This is an optimization exercise on Yosys and OpenROAD, whose aim is small area, not a production implementation.
The RTL was checked by simulation tests, not by an equivalence proof against the original design.
Power and IR drop assume default switching activity.

## vector_alu
module vector_alu
(
    input  logic        clk,
    input  logic        arst_n,
    input  logic        op_valid,      
    input  logic [5:0]  alu_op,
    input  logic [1:0]  width,         
    input  logic [0:63] reg_a_data,
    input  logic [0:63] reg_b_data,
    output logic [0:63] alu_out,       
    output logic        result_valid   
);
    logic [63:0] a, b;
    assign a = reg_a_data;
    assign b = reg_b_data;
    logic [63:0] arith_result;
    logic [63:0] sh_out;
    logic        srl;
    simd_arith arith_i (
        .alu_op       (alu_op),
        .width        (width),
        .a            (a),
        .b            (b),
        .arith_result (arith_result)
    );
    simd_bitmanip bitmanip_i (
        .alu_op          (alu_op),
        .width           (width),
        .a               (a),
        .b               (b),
        .sh_out          (sh_out),
        .srl             (srl)
    );
    result_select select_i (
        .clk             (clk),
        .arst_n          (arst_n),
        .op_valid        (op_valid),
        .arith_result    (arith_result),
        .sh_out          (sh_out),
        .srl             (srl),
        .alu_out         (alu_out),
        .result_valid    (result_valid)
    );
endmodule
Size: ~4,200 cells after synthesis, ~65 flip-flops, about 200 I/O pins, roughly 38,000 µm² of cells after synthesis.
Settings: LEC_CHECK=0, CAP_MARGIN=20, CORE_MARGIN=2, CORE_UTILIZATION=30, SLEW_MARGIN=20, SYNTH_HIERARCHICAL=1; clock period 16.0 ns.
standard.sh (not shown) runs the stock make flow with config.mk's settings and CLKGATE_MAP_FILE= SYNTH_SCRIPT=/design/flow/synth_recipe.tcl, a recipe that flattens the netlist after the stock synthesis.
==> flow/flow/run.sh <==
#!/bin/bash
# The standard layout (the standard.sh, all ORFS steps unchanged), except that the
# input and output port buffers that global placement adds are the smallest buffer,
# sky130_fd_sc_hd__buf_1, instead of the cell buffer_ports picks by itself.
# The whole make output goes to standard_flow.log here; ORFS keeps its per-step logs in orfs/logs.
set -euo pipefail
export BUFFER_PORTS_ARGS="-buffer_cell sky130_fd_sc_hd__buf_1"
bash standard.sh > standard_flow.log 2>&1
Change:
==> flow/flow/run.sh (replaced) <==
#!/bin/bash
# The standard layout (the standard.sh running the ORFS steps), with three changes made
# through ORFS's own hooks and variables, none to its scripts:
#  - the port buffers that global placement adds are sky130_fd_sc_hd__buf_1 (BUFFER_PORTS_ARGS)
#  - after synthesis, combinational cells go back to drive strength 1 (POST_SYNTH_TCL,
#    flow/downsize.tcl); the resizer upsizes later where needed
#  - clock tree synthesis without dummy loads, from clkbuf_8 cells (CTS_ARGS)
# The make output goes to standard_flow.log here; ORFS keeps its per-step logs in orfs/logs.
set -euo pipefail
here=$(pwd)
export BUFFER_PORTS_ARGS="-buffer_cell sky130_fd_sc_hd__buf_1"
export POST_SYNTH_TCL="$here/flow/downsize.tcl"
export CTS_ARGS="-sink_clustering_enable -repair_clock_nets -dont_use_dummy_load -buf_list sky130_fd_sc_hd__clkbuf_8"
bash standard.sh > standard_flow.log 2>&1
==> flow/flow/downsize.tcl (new file) <==
# POST_SYNTH hook: put every combinational cell that synthesis gave a drive strength above 1
# back to its _1 version (same function and pins); registers, latches, clock cells and
# buffers are left alone. The resizer in the later steps upsizes again where slew,
# capacitance or timing need it.
set db [ord::get_db]
set block [ord::get_db_block]
set n 0
foreach inst [$block getInsts] {
  set name [[$inst getMaster] getName]
  if { [regexp {^(sky130_fd_sc_hd__([a-z0-9]+))_([0-9]+)$} $name -> base func drv] } {
    if { $drv > 1 && ![regexp {^(s?df|s?edf|dl|clk|buf|conb|tap|fill|decap|diode|lpflow)} $func] } {
      set m1 [$db findMaster ${base}_1]
      if { $m1 != "NULL" } {
        $inst swapMaster $m1
        incr n
      }
    }
  }
}
puts "downsize.tcl: $n cells set to drive strength 1"
Result:
- combinational power rises by about 1%
- sequential cell count is unchanged
- die area falls by 1.8%
- synthesized area falls by 1.8%
- wire length came out lower by 1.2%
- cell area shrinks by 2.2%
- total power goes down by 7.7%
- sequential power is about the same
- count of clock-buffer cells in the layout does not change
- global-route usage climbs by 0.17 points
Change:
==> flow/run.sh (new file) <==
#!/bin/bash
# synth_recipe.tcl (not shown) runs the flow's synth.tcl, then flattens the netlist and writes it again
# the make line also repeats each setting of config.mk as NAME=value (left out here)
make -C /OpenROAD-flow-scripts/flow DESIGN_CONFIG=/design/flow/config.mk WORK_HOME=/design/flow/orfs CLKGATE_MAP_FILE= SYNTH_SCRIPT=/design/flow/synth_recipe.tcl finish
removed: flow/flow/run.sh
removed: flow/flow/downsize.tcl
removed: flow/standard.sh
Routed wire length rises by 2.5%.
Core utilization rises by 0.95 points.
Cell area rises by about 4.6%.

---

before:
Another version of the RTL of vector_alu (not shown whole).
For scale: about 4100 cells after synthesis, about 38000 µm² of cells after synthesis.
clock: 16.0 ns
lec_check: 0
cap_margin: 20
core_margin: 2
core_utilization: 45
place_density: 0.8
slew_margin: 20
synth_hierarchical: 1
==> flow/flow/run.sh <==
#!/bin/bash
# The standard layout (the standard.sh running the ORFS steps), with four changes made
# through ORFS's own hooks and variables, none to its scripts:
#  - the port buffers that global placement adds are sky130_fd_sc_hd__buf_1 (BUFFER_PORTS_ARGS)
#  - after synthesis, combinational cells go back to drive strength 1 (POST_SYNTH_TCL,
#    flow/downsize.tcl); the resizer upsizes later where needed
#  - clock tree synthesis without dummy loads, from clkbuf_8 cells (CTS_ARGS)
#  - after the placement resizer, an input port buffer that only drives one resizer buffer
#    is dropped and that buffer becomes the port buffer (POST_RESIZE_TCL, flow/mergebuf.tcl)
# The make output goes to standard_flow.log here; ORFS keeps its per-step logs in orfs/logs.
set -euo pipefail
here=$(pwd)
export BUFFER_PORTS_ARGS="-buffer_cell sky130_fd_sc_hd__buf_1"
export POST_SYNTH_TCL="$here/flow/downsize.tcl"
export CTS_ARGS="-sink_clustering_enable -repair_clock_nets -dont_use_dummy_load -buf_list sky130_fd_sc_hd__clkbuf_8"
export POST_RESIZE_TCL="$here/flow/mergebuf.tcl"
bash standard.sh > standard_flow.log 2>&1
Other scripts of this flow, unchanged in this note and not shown: flow/flow/downsize.tcl, flow/flow/mergebuf.tcl
Modified inputs, after compared to before
- SLEW_MARGIN changed from 20 to 5
- CORE_UTILIZATION changed from 45 to 30
- CAP_MARGIN changed from 20 to 5
Results
- For before, the launching element of the worst setup path was op_valid, unlike after, where it was width[0].
- Diff before -> after: final non-filler cell area now sits higher, routed metal-1 wire length shows an increase of 5300 µm, vertical die dimension saw an increase.
- The sequential power share in after sits 0.8 points below the value recorded for before.
- Cmp after and before / post-route minimum period / higher: after
- Summary: with before as the reference, die area in after moved up by more than a quarter.
- Compared with before, in after pin slew with the least headroom to its limit has increased, ratio of routed vias to standard cells decreased 10%, first-pass GRT wire length moved up.
- Across both runs, critical path depth was higher for after than for before.

---

Starting RTL as in the previous note.
export LEC_CHECK = 0
export CAP_MARGIN = 20
export CORE_MARGIN = 2
export CORE_UTILIZATION = 45
export PLACE_DENSITY = 0.7
export SLEW_MARGIN = 20
export SYNTH_HIERARCHICAL = 1
create_clock -name core_clock -period 16.0 [get_ports {clk}]
==> flow/flow/downsize.tcl <==
# POST_SYNTH hook: put every combinational cell that synthesis gave a drive strength above 1
# back to its _1 version (same function and pins); registers, latches, clock cells and
# buffers are left alone. The resizer in the later steps upsizes again where slew,
# capacitance or timing need it.
set db [ord::get_db]
set block [ord::get_db_block]
set n 0
foreach inst [$block getInsts] {
  set name [[$inst getMaster] getName]
  if { [regexp {^(sky130_fd_sc_hd__([a-z0-9]+))_([0-9]+)$} $name -> base func drv] } {
    if { $drv > 1 && ![regexp {^(s?df|s?edf|dl|clk|buf|conb|tap|fill|decap|diode|lpflow)} $func] } {
      set m1 [$db findMaster ${base}_1]
      if { $m1 != "NULL" } {
        $inst swapMaster $m1
        incr n
      }
    }
  }
}
puts "downsize.tcl: $n cells set to drive strength 1"
==> flow/flow/mergebuf.tcl <==
# POST_RESIZE hook: where an input port's buffer drives nothing but one buffer that the
# resizer added for a long wire, the port buffer goes and the port drives that buffer, which
# is then the port's buffer. Every port keeps one buffer.
set block [ord::get_db_block]
set n 0
foreach inst [$block getInsts] {
  if { ![string match "input*" [$inst getName]] } { continue }
  if { ![string match "sky130_fd_sc_hd__buf_*" [[$inst getMaster] getName]] } { continue }
  set a [$inst findITerm A]
  set x [$inst findITerm X]
  set nin [$a getNet]
  set nout [$x getNet]
  if { $nin == "NULL" || $nout == "NULL" } { continue }
  if { [llength [$nout getBTerms]] != 0 || [llength [$nin getBTerms]] != 1 } { continue }
  if { [llength [$nin getITerms]] != 1 } { continue }
  set loads {}
  foreach it [$nout getITerms] {
    if { [$it isInputSignal] } { lappend loads $it }
  }
  if { [llength $loads] != 1 } { continue }
  set l [lindex $loads 0]
  if { ![regexp {^sky130_fd_sc_hd__buf_[0-9]+$} [[[$l getInst] getMaster] getName]] } { continue }
  $a disconnect
  $x disconnect
  $l disconnect
  $l connect $nin
  odb::dbInst_destroy $inst
  odb::dbNet_destroy $nout
  incr n
}
puts "mergebuf.tcl: $n input port buffers merged into the buffer they drove"
Scripts as last shown in full above: flow/flow/run.sh
Change:
CORE_UTILIZATION = 60   (was 45)
PLACE_DENSITY = 0.85   (was 0.7)
The changed run completed without violations.
Total power rose by a few percent.
Fmax went down slightly.
First-iteration DRC count increases by a quarter to a third.
Global-route usage grows by 17 points.
Utilization came out higher by 16 points.
Final area drops slightly.
Wire length goes up by a few percent.
Final cell count falls by a few percent.

[port drivers added, routing unchanged]
How much do the figures lean on ideal ports? The routed layouts below were timed once more, with nothing changed but the port constraints.
Step 1: set_driving_cell puts a clkbuf_16 on clk and a buf_2 on each other input, an assumption about the parent block.
Step 2, shift: input delay + t, output delay - t, t = (earliest + latest rising clock arrival at the registers) / 2. This alone moves slack from input paths to output paths.
Slacks: no drivers / after step 1 / after step 2; pairs: no drivers / after step 1.
| run | t (ns) | slack for setup (ns) | worst setup path after step 2 | worst register clock-pin slew, ns |
|---|---|---|---|---|
| the first run of note 1 | 0.420 | 1.476 / 1.500 / 1.080 | input to register | 0.07 / 0.07 |
| the second run of note 1 | 0.469 | 1.072 / 0.991 / 0.522 | input to register | 0.10 / 0.10 |
| the third run of note 1 | 0.429 | 1.274 / 1.263 / 0.834 | input to register | 0.07 / 0.07 |
| before | 0.427 | 1.606 / 1.626 / 1.199 | input to register | 0.09 / 0.09 |
| after | 0.447 | 1.349 / 1.360 / 0.913 | input to register | 0.11 / 0.11 |
| the first run of note 3 | 0.438 | 1.352 / 1.375 / 0.938 | input to register | 0.09 / 0.09 |
| the second run of note 3 | 0.462 | 1.234 / 1.138 / 0.677 | input to register | 0.09 / 0.09 |
After both steps every run listed still meets setup and hold. For the second run of note 3, which loses most, drivers alone change the setup slack by -0.096 ns; drivers and shift together by -0.557 ns.
